This is an optimization exercise on Yosys and OpenROAD, whose aim is a short achievable clock period and few clock cycles, not a production implementation.
The RTL was checked by simulation tests, not by an equivalence proof against the original design.
Power is estimated from default activity; no workload was simulated.

$ cat config.mk
export PLATFORM = sky130hd
export DESIGN_NAME = mips_cpu_harvard
export DESIGN_NICKNAME = mips_cpu_harvard
export VERILOG_FILES = /design/flow/design.v
export SDC_FILE = /design/flow/constraint.sdc
export NUM_CORES = 8
export LEC_CHECK = 0
export ABC_CLOCK_PERIOD_IN_PS = 5000
export CAP_MARGIN = 20
export CORE_MARGIN = 2
export CORE_UTILIZATION = 30
export PLACE_DENSITY = 0.45
export SETUP_SLACK_MARGIN = 3.0
export SLEW_MARGIN = 20
$ cat constraint.sdc
create_clock -name core_clock -period 10.5 [get_ports {clk}]
set_input_delay 2.1000 -clock core_clock [delete_from_list [all_inputs] [get_ports {clk}]]
set_output_delay 2.1000 -clock core_clock [all_outputs]
set_load 0.01 [all_outputs]
$ cat design.v
`timescale 1ns/1ps
`timescale 1ns/1ps
`timescale 1ns/1ps
`timescale 1ns/1ps
`timescale 1ns/1ps
`timescale 1ns/1ps
`default_nettype none
module mips_cpu_harvard #(
  parameter logic [31:0] RESET_VECTOR = 32'hbfc0_0000
) (
  input  logic        clk,
  input  logic        rst_n,
  input  logic        clk_enable,
  output logic        active,
  output logic [31:0] register_v0,
  output logic [31:0] register_v3,
  output logic [31:0] instr_address,
  input  logic [31:0] instr_readdata,
  output logic [31:0] data_address,
  output logic        data_write,
  output logic        data_read,
  output logic [31:0] data_writedata,
  input  logic [31:0] data_readdata
);
  wire ce = clk_enable;
  logic [31:0] fpc;         
  logic        halted;
  logic        xv;
  logic [31:0] xpc4;
  logic        xpt;         
  logic [31:0] xptarget;    
  logic [31:0] xbtarget;    
  logic        xz_pc4, xz_bt, xz_jt;
  logic [4:0]  xrs, xrt, xdest;
  logic [31:0] ximm;
  logic [4:0]  xsh;
  logic        x_add, x_sub, x_and, x_or, x_xor, x_slt, x_sltu, x_sll, x_srl, x_imv, x_link;
  logic        x_useimm, x_we, x_ld, x_st, x_beq, x_bne, x_jr, x_j;
  logic        x_use_rs, x_use_rt;
  logic [5:0]  xbidx;
  logic        m_ld, m_st;
  logic [31:0] m_addr, m_wdata;
  logic [4:0]  m_rt;
  logic [1023:0] rf;
  assign rf[31:0] = '0;
  logic [63:0]  bht_v;
  logic [127:0] bht_c;
  wire [31:0] ins  = instr_readdata;
  wire [5:0]  f_op = ins[31:26];
  wire [5:0]  f_fn = ins[5:0];
  wire [4:0]  f_rs = ins[25:21];
  wire [4:0]  f_rt = ins[20:16];
  wire [4:0]  f_rd = ins[15:11];
  wire f_sp    = (f_op == 6'h00);
  wire f_addu  = f_sp && (f_fn == 6'h21);
  wire f_subu  = f_sp && (f_fn == 6'h23);
  wire f_andr  = f_sp && (f_fn == 6'h24);
  wire f_orr   = f_sp && (f_fn == 6'h25);
  wire f_xorr  = f_sp && (f_fn == 6'h26);
  wire f_sltr  = f_sp && (f_fn == 6'h2a);
  wire f_sltur = f_sp && (f_fn == 6'h2b);
  wire f_sll   = f_sp && (f_fn == 6'h00);
  wire f_srl   = f_sp && (f_fn == 6'h02);
  wire f_jr    = f_sp && (f_fn == 6'h08);
  wire f_j     = (f_op == 6'h02);
  wire f_jal   = (f_op == 6'h03);
  wire f_beq   = (f_op == 6'h04);
  wire f_bne   = (f_op == 6'h05);
  wire f_addiu = (f_op == 6'h09);
  wire f_slti  = (f_op == 6'h0a);
  wire f_andi  = (f_op == 6'h0c);
  wire f_ori   = (f_op == 6'h0d);
  wire f_xori  = (f_op == 6'h0e);
  wire f_lui   = (f_op == 6'h0f);
  wire f_lw    = (f_op == 6'h23);
  wire f_sw    = (f_op == 6'h2b);
  wire f_rtype = f_addu | f_subu | f_andr | f_orr | f_xorr | f_sltr | f_sltur | f_sll | f_srl;
  wire f_itype = f_addiu | f_slti | f_andi | f_ori | f_xori | f_lui | f_lw;
  wire [4:0] f_dest = f_rtype ? f_rd : f_jal ? 5'd31 : f_rt;
  wire f_we = (f_rtype | f_itype | f_jal) && (f_dest != 5'd0);
  wire f_zext = f_andi | f_ori | f_xori;
  wire [31:0] f_imm = f_lui  ? {ins[15:0], 16'h0000} :
                      f_zext ? {16'h0000, ins[15:0]} :
                               {{16{ins[15]}}, ins[15:0]};
  wire [31:0] fpc4      = fpc + 32'd4;
  wire [31:0] f_btarget = fpc4 + {{14{ins[15]}}, ins[15:0], 2'b00};
  wire [31:0] f_jtarget = {fpc4[31:28], ins[25:0], 2'b00};
  wire [31:0] f_jrtarget = rf[f_rs*32 +: 32];
  wire [5:0] f_bidx = fpc[7:2];
  wire       f_bv   = bht_v[f_bidx];
  wire [1:0] f_bc   = bht_c[f_bidx*2 +: 2];
  wire f_static = ins[15] | f_bne | (f_rs == f_rt);
  wire f_brpred = f_bv ? f_bc[1] : f_static;
  wire f_br     = f_beq | f_bne;
  wire f_jj     = f_j | f_jal;
  wire f_pt     = f_jj | f_jr | (f_br & f_brpred);
  wire [31:0] f_ptarget = f_jr ? f_jrtarget : f_jj ? f_jtarget : f_btarget;
  wire [31:0] xa = rf[xrs*32 +: 32];
  wire [31:0] xb = rf[xrt*32 +: 32];
  wire [31:0] xop2 = x_useimm ? ximm : xb;
  wire [31:0] x_sum  = xa + xop2;
  wire [31:0] x_diff = xa - xop2;
  wire        x_lts  = $signed(xa) < $signed(xop2);
  wire        x_ltu  = xa < xop2;
  wire [31:0] x_res =
      ({32{x_add}}  & x_sum) |
      ({32{x_sub}}  & x_diff) |
      ({32{x_and}}  & (xa & xop2)) |
      ({32{x_or}}   & (xa | xop2)) |
      ({32{x_xor}}  & (xa ^ xop2)) |
      ({32{x_slt}}  & {31'b0, x_lts}) |
      ({32{x_sltu}} & {31'b0, x_ltu}) |
      ({32{x_sll}}  & (xb << xsh)) |
      ({32{x_srl}}  & (xb >> xsh)) |
      ({32{x_imv}}  & ximm) |
      ({32{x_link}} & xpc4);
  wire x_eq    = (xa == xb);
  wire x_taken = (x_beq & x_eq) | (x_bne & ~x_eq);
  wire x_br    = x_beq | x_bne;
  wire stall = xv && m_ld && (m_rt != 5'd0) &&
               ((x_use_rs && (m_rt == xrs)) || (x_use_rt && (m_rt == xrt)));
  wire xgo = xv && !stall;    
  wire x_mis = (x_br && (x_taken != xpt)) || (x_jr && (xa != xptarget));
  wire [31:0] x_redirect = x_jr ? xa : x_taken ? xbtarget : xpc4;
  wire x_nz = x_jr ? (xa == 32'd0) :
              (x_br && x_taken) ? xz_bt :
              x_j ? xz_jt : xz_pc4;
  wire halt_now = xgo && x_nz;
  always_ff @(posedge clk or negedge rst_n) begin
    if (!rst_n) begin
      fpc    <= RESET_VECTOR;
      halted <= 1'b0;
      active <= 1'b1;
      xv     <= 1'b0;
    end else if (ce && !halted) begin
      if (halt_now) begin
        halted <= 1'b1;
        active <= 1'b0;
        xv     <= 1'b0;
        fpc    <= 32'd0;
      end else if (xgo && x_mis) begin
        fpc <= x_redirect;
        xv  <= 1'b0;
      end else if (!stall) begin
        fpc <= f_pt ? f_ptarget : fpc4;
        xv  <= 1'b1;
      end
    end
  end
  always_ff @(posedge clk or negedge rst_n) begin
    if (!rst_n) begin
      xpc4 <= '0; xpt <= 1'b0; xptarget <= '0; xbtarget <= '0;
      xz_pc4 <= 1'b0; xz_bt <= 1'b0; xz_jt <= 1'b0;
      xrs <= '0; xrt <= '0; xdest <= '0; ximm <= '0; xsh <= '0;
      x_add <= 1'b0; x_sub <= 1'b0; x_and <= 1'b0; x_or <= 1'b0; x_xor <= 1'b0;
      x_slt <= 1'b0; x_sltu <= 1'b0; x_sll <= 1'b0; x_srl <= 1'b0; x_imv <= 1'b0;
      x_link <= 1'b0; x_useimm <= 1'b0; x_we <= 1'b0; x_ld <= 1'b0; x_st <= 1'b0;
      x_beq <= 1'b0; x_bne <= 1'b0; x_jr <= 1'b0; x_j <= 1'b0;
      x_use_rs <= 1'b0; x_use_rt <= 1'b0; xbidx <= '0;
    end else if (ce && !halted && !stall) begin
      xpc4     <= fpc4;
      xpt      <= f_pt;
      xptarget <= f_ptarget;
      xbtarget <= f_btarget;
      xz_pc4   <= (fpc4 == 32'd0);
      xz_bt    <= (f_btarget == 32'd0);
      xz_jt    <= (f_jtarget == 32'd0);
      xrs      <= f_rs;
      xrt      <= f_rt;
      xdest    <= f_dest;
      ximm     <= f_imm;
      xsh      <= ins[10:6];
      x_add    <= f_addu | f_addiu | f_lw | f_sw;
      x_sub    <= f_subu;
      x_and    <= f_andr | f_andi;
      x_or     <= f_orr | f_ori;
      x_xor    <= f_xorr | f_xori;
      x_slt    <= f_sltr | f_slti;
      x_sltu   <= f_sltur;
      x_sll    <= f_sll;
      x_srl    <= f_srl;
      x_imv    <= f_lui;
      x_link   <= f_jal;
      x_useimm <= f_itype | f_sw;
      x_we     <= f_we & ~f_lw;
      x_ld     <= f_lw;
      x_st     <= f_sw;
      x_beq    <= f_beq;
      x_bne    <= f_bne;
      x_jr     <= f_jr;
      x_j      <= f_jj;
      x_use_rs <= f_rtype & ~f_sll & ~f_srl | f_addiu | f_slti | f_andi | f_ori | f_xori |
                  f_lw | f_sw | f_br | f_jr;
      x_use_rt <= f_rtype | f_sw | f_br;
      xbidx    <= f_bidx;
    end
  end
  always_ff @(posedge clk or negedge rst_n) begin
    if (!rst_n) begin
      m_ld <= 1'b0; m_st <= 1'b0; m_addr <= '0; m_wdata <= '0; m_rt <= '0;
    end else if (ce) begin
      m_ld    <= xgo && !halted && x_ld;
      m_st    <= xgo && !halted && x_st;
      m_addr  <= x_sum;
      m_wdata <= xb;
      m_rt    <= xdest;
    end
  end
  assign data_read      = m_ld && ce;
  assign data_write     = m_st && ce;
  assign data_address   = m_addr;
  assign data_writedata = m_wdata;
  assign instr_address  = fpc;
  wire xw = xgo && !halted && x_we;
  genvar g;
  for (g = 1; g < 32; g++) begin : gr
    logic [31:0] q;
    always_ff @(posedge clk or negedge rst_n) begin
      if (!rst_n) begin
        q <= '0;
      end else if (ce) begin
        if (xw && (xdest == g)) q <= x_res;
        else if (m_ld && (m_rt == g)) q <= data_readdata;
      end
    end
    assign rf[g*32 +: 32] = q;
  end
  assign register_v0 = rf[2*32 +: 32];
  assign register_v3 = rf[3*32 +: 32];
  always_ff @(posedge clk or negedge rst_n) begin
    if (!rst_n) begin
      bht_v <= '0;
      bht_c <= '0;
    end else if (ce && xgo && !halted && x_br) begin
      bht_v[xbidx] <= 1'b1;
      if (!bht_v[xbidx])
        bht_c[xbidx*2 +: 2] <= x_taken ? 2'b11 : 2'b00;
      else if (x_taken && bht_c[xbidx*2 +: 2] != 2'b11)
        bht_c[xbidx*2 +: 2] <= bht_c[xbidx*2 +: 2] + 2'b01;
      else if (!x_taken && bht_c[xbidx*2 +: 2] != 2'b00)
        bht_c[xbidx*2 +: 2] <= bht_c[xbidx*2 +: 2] - 2'b01;
    end
  end
endmodule
`default_nettype wire
$ cat run.sh
#!/bin/bash
# synth_recipe.tcl (not shown) runs the flow's synth.tcl, then flattens the netlist and writes it again
# the make line also repeats each setting of config.mk as NAME=value (left out here)
make -C /OpenROAD-flow-scripts/flow DESIGN_CONFIG=/design/flow/config.mk WORK_HOME=/design/flow/orfs CLKGATE_MAP_FILE= SYNTH_SCRIPT=/design/flow/synth_recipe.tcl finish
==> key figures, run 1 <==
Global route
  • Initial antenna violation count: 58
  • First-pass GRT wire length: 860000 um
  • GR Util met2: 0.501
  • Met3 Use GR: 0.102
  • Largest net degree at the start of global routing: 156
  • Grt peak-use layer: met2
  • Overflow after GRT: 0
  • Gr usage total: 0.339
  • Vias in the first global route: 98.3k
  • Met1 usage: 0.427

Yosys
  • Synthesized cell area: 107000 um2
  • Flops & latches, synth: 1467
  • Top-area cell type share of the netlist area: 0.340
  • Distinct cells, synth: 107
  • Synth async-reset ratio: 1.00
  • Syn avg cell area: 9.60 um2
  • Post-synth EDFFs: 0
  • Synth area leader: dfrtp_1
  • Mapped Cells: 11.2k
  • Yosys warns: 1
  • Largest cells by area after synthesis: dfrtp_1 (34%), mux4_2 (17%), o21ai_0 (5.7%)
  • Synth Net Count: 11.4k
  • Sequential area share after synthesis: 0.343
  • Top_reg_cell synth: dfrtp_1

Power
  • PwrDens: 202 nW/um2
  • Static Leak: 0.0494 uW
  • Peak supply drop: 0.167 mV
  • Tot Pwr: 24800 uW

Worst setup path
  • CP max stage cell: dfrtp_4
  • Crit path max fanout: 31
  • Kind of end point of the critical path: flip-flop
  • Worst setup SP type: flip-flop
  • Worst path max stage delay: 790 ps
  • Crit-path cells: and2_2 -> buf_4 -> a22o_1 -> o21ai_0 -> o31ai_4 -> buf_4 -> mux2i_1 -> ha_1 -> inv_1 -> nand3_1 -> nor3b_1 -> a211oi_1 -> a21o_1 -> a211oi_1 -> nor2_1 -> o31ai_1 -> or2_2 -> a31oi_1 -> a311oi_4 -> buf_4 -> o21ai_0
  • Arrival @ worst endpoint: 8220 ps
  • Critical path class: reg2reg
  • CP required: 11270 ps
  • Most used cell, CP: buf_4

Drt
  • WL/cell: 40.0 um
  • DRT Wirelength: 633000 um
  • Post-route ant nets: 0
  • DRT Pass-1 Iters: 19
  • # DRC: 0
  • DRT iter0 DRCs: 14.2k
  • Via/cell ratio: 6.50
  • Via count: 103k

Finish
  • Most common cell after layout, fill and taps aside: dfrtp_1
  • Finished Cell Area: 123000 um2
  • Commonest non-fill, non-tap cells in the layout: dfrtp_1 (1440), nand2_1 (1349), o21ai_0 (1187)
  • Layout overhead on the synthesized area: 14.6%
  • Nets: 11.1k
  • Layout cells sized above 1: 0.206

Clock network
  • Clock Latency Late Sink: 950 ps
  • CTS Hold Bufs: 0
  • Bufs on Longest Clock Path: 4
  • Htree depth: 4
  • Clock slew at reported path FFs: 70 ps
  • CTS buffer count: 188
  • CTS tree: done
  • CTS Sinks: 1467
  • CTS Root Cell: clkbuf_16

Floorplan
  • Die span in x: 602 um
  • Die area: 362000 um2
  • Ports: 230
  • # rows: 219
  • Die Height: 602 um
  • Initial Util: 0.301
  • Placeable Area: 356000 um2

STA
  • Hold Slack: 483 ps
  • Setup TNS: 0 ps
  • RSZ-0062 raised after global routing: false
  • Clock Skew: 78.3 ps
  • Fin. Hold Viols: 0
  • Highest clock rate: 0.134 GHz
  • Worst-margin pin slew: 1320 ps
  • Count of pins over their slew limit: 0
  • Minimum clock period: 7460 ps
  • Final setup vio count: 0
  • Max transition margin: 0.0979
  • Ratio of final minimum period to clock period: 0.710

Worst hold path
  • Min-Delay Path Class: reg2reg

Placement
  • Post-DP Area: 115000 um2
  • Port bufs: 229
  • DPL Wire Length: 430000 um
  • Gpl congestion: 1.01

Status
  • Status: no timing/DRC/antenna violations

Run
  • Max-cap violations: 0
what timing repair did:
item                       4_1_cts  5_1_grt
gates resized for setup         33       21
pin swaps                        4        6
buffers inserted                38        7
cloned                           0        1
setup endpoints to repair      822      324
power breakdown:
part / internal, uW / total (uW) / switching [uW]
combinational: 3330 / 10400 / 7110
clock: 4050 / 7040 / 2980
sequential: 6300 / 7290 / 991
total: 13700 / 24800 / 11100
Yosys cell counts (all sizes together) (51+ instances only):
cell	count
mux4	839
o211ai	114
a32o	54
ha	132
o22ai	61
dfrtp	1457
a22o	156
buf	307
xnor2	99
nand4	100
and3	110
a211oi	108
mux2i	547
o221ai	55
a31o	59
nand3	172
or3	51
nor3	136
o31ai	98
o21ai	1301
a22oi	60
mux2	290
xor2	68
nor2	997
inv	181
a21oi	637
a21o	81
a221oi	54
and2	55
clkbuf	868
nand2	1370
per-stage QoR:
stage,std cells,util,setup WS (ps)
4_1_cts,15800,0.344,3020
3_5_place_dp,15400,0.324,1550
2_1_floorplan,11200,-,4120
6_report,15800,0.345,3040
3_3_place_gp,15400,0.324,1640
5_1_grt,15800,0.345,3000
layout make-up:
class	instances	area, um2
fill	36100	233000
multi-input combinational	8339	66200
sequential	1467	36800
timing repair buffer	726	6770
tap	4751	5940
clock buffer	267	5540
clock inverter	74	906
inverter	186	698
antenna	26	65.1
logic make-up (layout without fill, tap and decap cells):
family                   Yosys count  count (layout)  synth area share
flip-flops                      1467            1467             0.343
AO/OA/AOI/OAI                   3195            3195             0.188
XOR/XNOR                         167             167            0.0136
multiplexers                    1676            1676             0.258
buffers and inverters           1362            1253            0.0548
other                              0              26                 0
adder cells (fa/ha/maj)          135             135            0.0160
AND/OR/NAND/NOR                 3165            3166             0.127
final timing paths:
| check | from | slack [ps] | depth (start not counted) | endpoint |
|---|---|---|---|---|
| worst max-delay path | xrt[1] | 3040 | 21 | gr[22].q[25] |
| worst min-delay path | xbtarget[4] | 480 | 2 | xbtarget[4] |
| worst max register to register | xrt[1] | 3040 | 21 | gr[22].q[25] |
| worst min register to register | xbtarget[4] | 480 | 2 | xbtarget[4] |
| max in group asynchronous | rst_n | 7030 | 3 | gr[17].q[5] |
| min in group asynchronous | rst_n | 1030 | 1 | m_addr[28] |
state kept, by name, summed over array words and instances, names as in the netlist, 5 cells and up:
register and flops:
gr.q 992, xptarget 32, m_wdata 32, xrs 5, xpc4 32, xbtarget 30
xdest 5, bht_v 64, m_rt 5, ximm 32, fpc 32, xrt 5
m_addr 32, xbidx 6, xsh 5, bht_c 128
critical path: cells and delay by family (launching register included):
| family | cells | cell delay [ps] |
|---|---|---|
| adders and majority gates | 1 | 450 |
| AOI/OAI and AO/OA | 10 | 2620 |
| muxes | 1 | 250 |
| and+or+nand+nor | 5 | 1340 |
| buffers and inverters | 4 | 1640 |
| DFF | 1 | 790 |
layer usage:
metal	part of all wire	wire (um)
met5	0.00042	264
met4	0.079	49900
met3	0.11	70300
met2	0.43	270000
met1	0.38	242000
Testbench counts, summed over its fixed seeds: cycles 21,596.
==> run 2, diff against run 1 <==
--- a/design.v
+++ b/design.v
@@ -87,3 +87,3 @@
   wire [31:0] f_jtarget = {fpc4[31:28], ins[25:0], 2'b00};
-  wire [31:0] f_jrtarget = rf[f_rs*32 +: 32];
+  wire [31:0] f_jrtarget = {rf[f_rs*32 + 2 +: 30], 2'b00};
   wire [5:0] f_bidx = fpc[7:2];
--- a/config.mk
+++ b/config.mk
@@ -7,8 +7,9 @@
 export LEC_CHECK = 0
-export ABC_CLOCK_PERIOD_IN_PS = 5000
+export ABC_CLOCK_PERIOD_IN_PS = 2000
 export CAP_MARGIN = 20
 export CORE_MARGIN = 2
-export CORE_UTILIZATION = 30
-export PLACE_DENSITY = 0.45
-export SETUP_SLACK_MARGIN = 3.0
+export CORE_UTILIZATION = 40
+export PLACE_DENSITY = 0.55
+export SETUP_SLACK_MARGIN = 5.0
 export SLEW_MARGIN = 20
+export TNS_END_PERCENT = 10
==> run 2 against run 1 <==
Now fails the layout checks on capacitance limit, slew limit. Critical path depth fell by 6. Critical endpoint is now gr[1].q[0]. Highest routed layer unchanged. Sequential cell count unchanged. Largest power group is now the clock network. Cell area up 2.9%. Routed wire length shrank 9.4%. Utilization increased by 14 points.
==> key figures, run 2 <==
Status
  • Failed Checks: capacitance limit, slew limit
  • Status: finished with violations (was no timing/DRC/antenna violations)

Floorplan
  • Placeable Area: 263000 um2 (was 356000 um2)
  • # rows: 188 (was 219)
  • Die area: 268000 um2 (was 362000 um2)
  • Ports: 230 (unchanged)
  • Die span in x: 518 um (was 602 um)
  • Die Height: 518 um (was 602 um)
  • Initial Util: 0.402 (was 0.301)

Power
  • P_sw: 3390 uW (was 11100 uW)
  • Comb pwr share: 0.053 (was 0.421)
  • Static Leak: 0.0528 uW (was 0.0494 uW)
  • Peak supply drop: 0.141 mV (was 0.167 mV)
  • Sequential share of power: 0.434 (was 0.294)
  • P_int: 9710 uW (was 13700 uW)
  • Switching Fraction: 0.259 (was 0.448)
  • Clock power share: 0.513 (was 0.284)
  • PwrDens: 104 nW/um2 (was 202 nW/um2)

Clock network
  • CTS Sinks: 1467 (unchanged)
  • CTS Root Cell: clkbuf_16 (unchanged)
  • Bufs on Longest Clock Path: 3 (was 4)
  • CTS buffer count: 175 (was 188)
  • Htree depth: 4 (unchanged)
  • Clock slew at reported path FFs: 60 ps (was 70 ps)
  • Clock Latency Late Sink: 940 ps (was 950 ps)
  • CTS tree: done (unchanged)

STA
  • Highest clock rate: 0.160 GHz (was 0.134 GHz)
  • Ratio of final minimum period to clock period: 0.594 (was 0.710)
  • Clock Skew: 61.9 ps (was 78.3 ps)
  • Fin. Hold Viols: 0 (unchanged)
  • Final setup vio count: 0 (unchanged)
  • Worst-margin pin slew: 2000 ps (was 1320 ps)
  • Count of pins over their slew limit: 15 (was 0)
  • Hold Slack: 484 ps (was 483 ps)
  • RSZ-0062 raised after global routing: true (was false)
  • Setup TNS: 0 ps (unchanged)
  • Minimum clock period: 6230 ps (was 7460 ps)
  • Max transition margin: -0.331 (was 0.0979)

Drt
  • Via/cell ratio: 7.08 (was 6.50)
  • Post-route ant nets: 0 (unchanged)
  • DRT Pass-1 Iters: 12 (was 19)
  • Via count: 102k (was 103k)
  • DRT iter0 DRCs: 16.3k (was 14.2k)
  • # DRC: 0 (unchanged)
  • DRT Wirelength: 574000 um (was 633000 um)
  • WL/cell: 39.7 um (was 40.0 um)

Finish
  • FILL cells: 24.1k (was 36.1k)
  • Largest register FFs: 992 (unchanged)
  • Area occupied by multi-input gates: 67600 um2 (was 66200 um2)
  • Most common cell after layout, fill and taps aside: nand2_1 (was dfrtp_1)
  • Largest Register: gr.q (unchanged)
  • Largest regs: gr.q x992, bht_c x128, bht_v x64 (unchanged)
  • Commonest non-fill, non-tap cells in the layout: nand2_1 (1435), dfrtp_1 (1433), o21ai_0 (885) (was dfrtp_1 (1440), nand2_1 (1349), o21ai_0 (1187))
  • Layout cells sized above 1: 0.256 (was 0.206)
  • Nets: 11.0k (was 11.1k)
  • Sequential cell area: 36800 um2 (about the same)
  • Layout overhead on the synthesized area: 19.8% (was 14.6%)
  • Layout Cells excl Fill: 14.5k (was 15.8k)

Yosys
  • Most instantiated cells after synthesis: dfrtp_1 (1457), nand2_1 (1443), o21ai_0 (1037) (was dfrtp_1 (1457), nand2_1 (1370), o21ai_0 (1217))
  • Top_reg_cell synth: dfrtp_1 (unchanged)
  • Yosys warns: 1 (unchanged)
  • Sequential area share after synthesis: 0.348 (was 0.343)
  • Distinct cells, synth: 100 (was 107)
  • Synth area leader: dfrtp_1 (unchanged)
  • Top-count cell post-synth: dfrtp_1 (unchanged)
  • Flops & latches, synth: 1467 (unchanged)
  • Top-area cell type share of the netlist area: 0.345 (was 0.340)
  • Mapped Cells: 10.7k (was 11.2k)
  • Syn avg cell area: 9.83 um2 (was 9.60 um2)
  • Synth async-reset ratio: 1.00 (unchanged)
  • Synth Net Count: 10.9k (was 11.4k)
  • Largest cells by area after synthesis: dfrtp_1 (35%), mux4_2 (17%), mux2i_1 (6.0%) (was dfrtp_1 (34%), mux4_2 (17%), o21ai_0 (5.7%))
  • Post-synth EDFFs: 0 (unchanged)
  • Synthesized cell area: 106000 um2 (was 107000 um2)

Worst setup path
  • Critical path class: reg2reg (unchanged)
  • Kind of end point of the critical path: flip-flop (unchanged)
  • Crit path buf inv count: 4 (unchanged)
  • Arrival @ worst endpoint: 7080 ps (was 8220 ps)
  • Crit path max fanout: 34 (was 31)
  • Crit-path cells: buf_4 -> bufbuf_16 -> mux4_2 -> a22o_1 -> o21ai_1 -> o31ai_2 -> buf_4 -> mux2i_1 -> ha_1 -> a21oi_1 -> nor3_2 -> a211o_2 -> buf_12 -> mux2i_1 -> o21ai_0 (was and2_2 -> buf_4 -> a22o_1 -> o21ai_0 -> o31ai_4 -> buf_4 -> mux2i_1 -> ha_1 -> inv_1 -> nand3_1 -> nor3b_1 -> a211oi_1 -> a21o_1 -> a211oi_1 -> nor2_1 -> o31ai_1 -> or2_2 -> a31oi_1 -> a311oi_4 -> buf_4 -> o21ai_0)
  • CP startpoint: xrt[0] (was xrt[1])
  • Cell count of the worst reg-to-reg path: 15 (was 21)
  • CP required: 11350 ps (was 11270 ps)
  • Reg2reg start: xrt[0] (was xrt[1])
  • CP top delay family: compound AO/OA/AOI/OAI gates (unchanged)
  • RR Endpoint: gr[1].q[0] (was gr[22].q[25])
  • Worst setup SP type: flip-flop (unchanged)
  • Worst path max stage delay: 1260 ps (was 790 ps)
  • CP max stage cell: nor3_2 (was dfrtp_4)
  • Worst R2R Setup Slack: 4270 ps (was 3040 ps)

Global route
  • Vias in the first global route: 96.7k (was 98.3k)
  • Overflow after GRT: 0 (unchanged)
  • First-pass GRT wire length: 780000 um (was 860000 um)
  • Gr usage total: 0.409 (was 0.339)
  • Largest net degree at the start of global routing: 203 (was 156)
  • Initial antenna violation count: 54 (was 58)

Run
  • Max-cap violations: 3 (was 0)

Placement
  • Gpl congestion: 1.01 (about the same)
  • DPL Wire Length: 352000 um (was 430000 um)
  • Port bufs: 229 (unchanged)
  • Dpl cells: 13.7k (was 15.4k)

Worst hold path
  • Hold_sp: xz_pc4 (was xbtarget[4])
  • Min-Delay Path Class: reg2reg (unchanged)
  • Worst hold endpoint: xz_pc4 (was xbtarget[4])
  • Hold depth: 2 (unchanged)
## run 2: cell types whose count changed after synthesis, moves of 45 or more
| cell | change |
|---|---|
| a211oi_1 | +207 |
| a21o_1 | +162 |
| o21bai_1 | +45 |
| and3_1 | -92 |
| o21ai_0 | -180 |
| a31o_2 | -53 |
| nand2_1 | +73 |
| a32o_1 | -52 |
| mux2i_1 | +81 |
| nor2_1 | -115 |
| a21oi_1 | -258 |
| mux2_2 | +47 |
| nand4_1 | -58 |
## run 2: layer usage
metal	wire length, um	global-route usage
met1	202000	0.505
met2	227000	0.560
met5	1270	0.00836
met3	89300	0.183
met4	53700	0.298
## run 2: worst max path at each step
stage	cells after the start	endpoint
final	15	gr[1].q[0]
after global routing	23	gr[26].q[23]
after CTS	16	fpc[26]
after detailed placement	19	gr[18].q[25]
after global placement	20	gr[18].q[25]
after floorplan	6	data_read
## run 2: stage by stage
stage	setup slack, ps	power (uW)	area, um2	utilization
detailed placement	2400	6460	112000	0.426
CTS	4270	13100	124000	0.473
global route	4290	13400	126000	0.482
global placement	2270	6450	112000	0.426
floorplan	4980	6090	106000	-
finish	4270	13100	126000	0.482
## run 2: power groups by stage
stage          combinational, uW  sequential (uW)  clock, uW
4_1_cts                      672             5690       6710
5_1_grt                      735             5680       6940
3_5_place_dp                 668             5790          0
2_1_floorplan                301             5790          0
6_report                     699             5690       6720
3_3_place_gp                 660             5790          0
## run 2: cell type report
type                       count  area share
tap                         3515      0.0348
multi-input combinational   8012       0.535
timing repair buffer         927      0.0842
antenna                       29    0.000574
inverter                     179     0.00551
sequential                  1467       0.291
timing repair inverter         1   0.0000594
clock buffer                 250      0.0401
clock inverter                72     0.00900
## run 2: cells by family after synthesis
kind of cell / count (synthesis) / share of synthesized area
muxes: 1801 / 0.273
DFF: 1467 / 0.348
AOI/OAI and AO/OA: 2943 / 0.179
and+or+nand+nor: 2941 / 0.119
adders and majority gates: 135 / 0.0162
xor gates and xnor gates: 175 / 0.0147
buffers and inverters: 1273 / 0.0497
## run 2: worst register-to-register path, cell delays in order (launching register included)
cell and delay [ps]:
dfrtp_4 460, buf_4 250, bufbuf_16 470, mux4_2 560, a22o_1 270, o21ai_1 530
o31ai_2 140, buf_4 250, mux2i_1 270, ha_1 540, a21oi_1 220, nor3_2 1260
a211o_2 420, buf_12 240, mux2i_1 110, o21ai_0 180
## run 2: what timing repair did
| item | CTS | global route |
|---|---|---|
| buffers inserted | 222 | 55 |
| pin swaps | 99 | 111 |
| gates resized for setup | 638 | 313 |
| cloned | 54 | 21 |
| hold endpoints to repair | 0 | 0 |
| endpoints found under the setup margin | 1210 | 1159 |
| hold buffers | 0 | 0 |
Testbench counts of run 2, summed over its fixed seeds: cycles 21,596.

## port drivers added, routing unchanged
The results above use ideal ports. As a check the final layouts listed here were re-extracted and re-timed, cells and wires unchanged. Step 1: set_driving_cell puts a clkbuf_16 on clk and a buf_2 on each other input, an assumption about the parent block. Step 2 moves the port delays by t, midway between the first and last clock arrival at a register: inputs arrive t later, outputs are due t later. That takes back most of the time a late clock gives input paths. Three values: ideal ports, drivers, drivers and shift; two values: the first two.
run	t, ns	slack for setup (ns)	pins driven straight from the clock port
run 1	1.018	3.042 / 3.042 / 2.987	1
run 2	1.005	4.265 / 4.265 / 3.820	1
The setup slack of run 2, which loses most, moves by 0.000 ns with the drivers and by -0.445 ns with both steps.
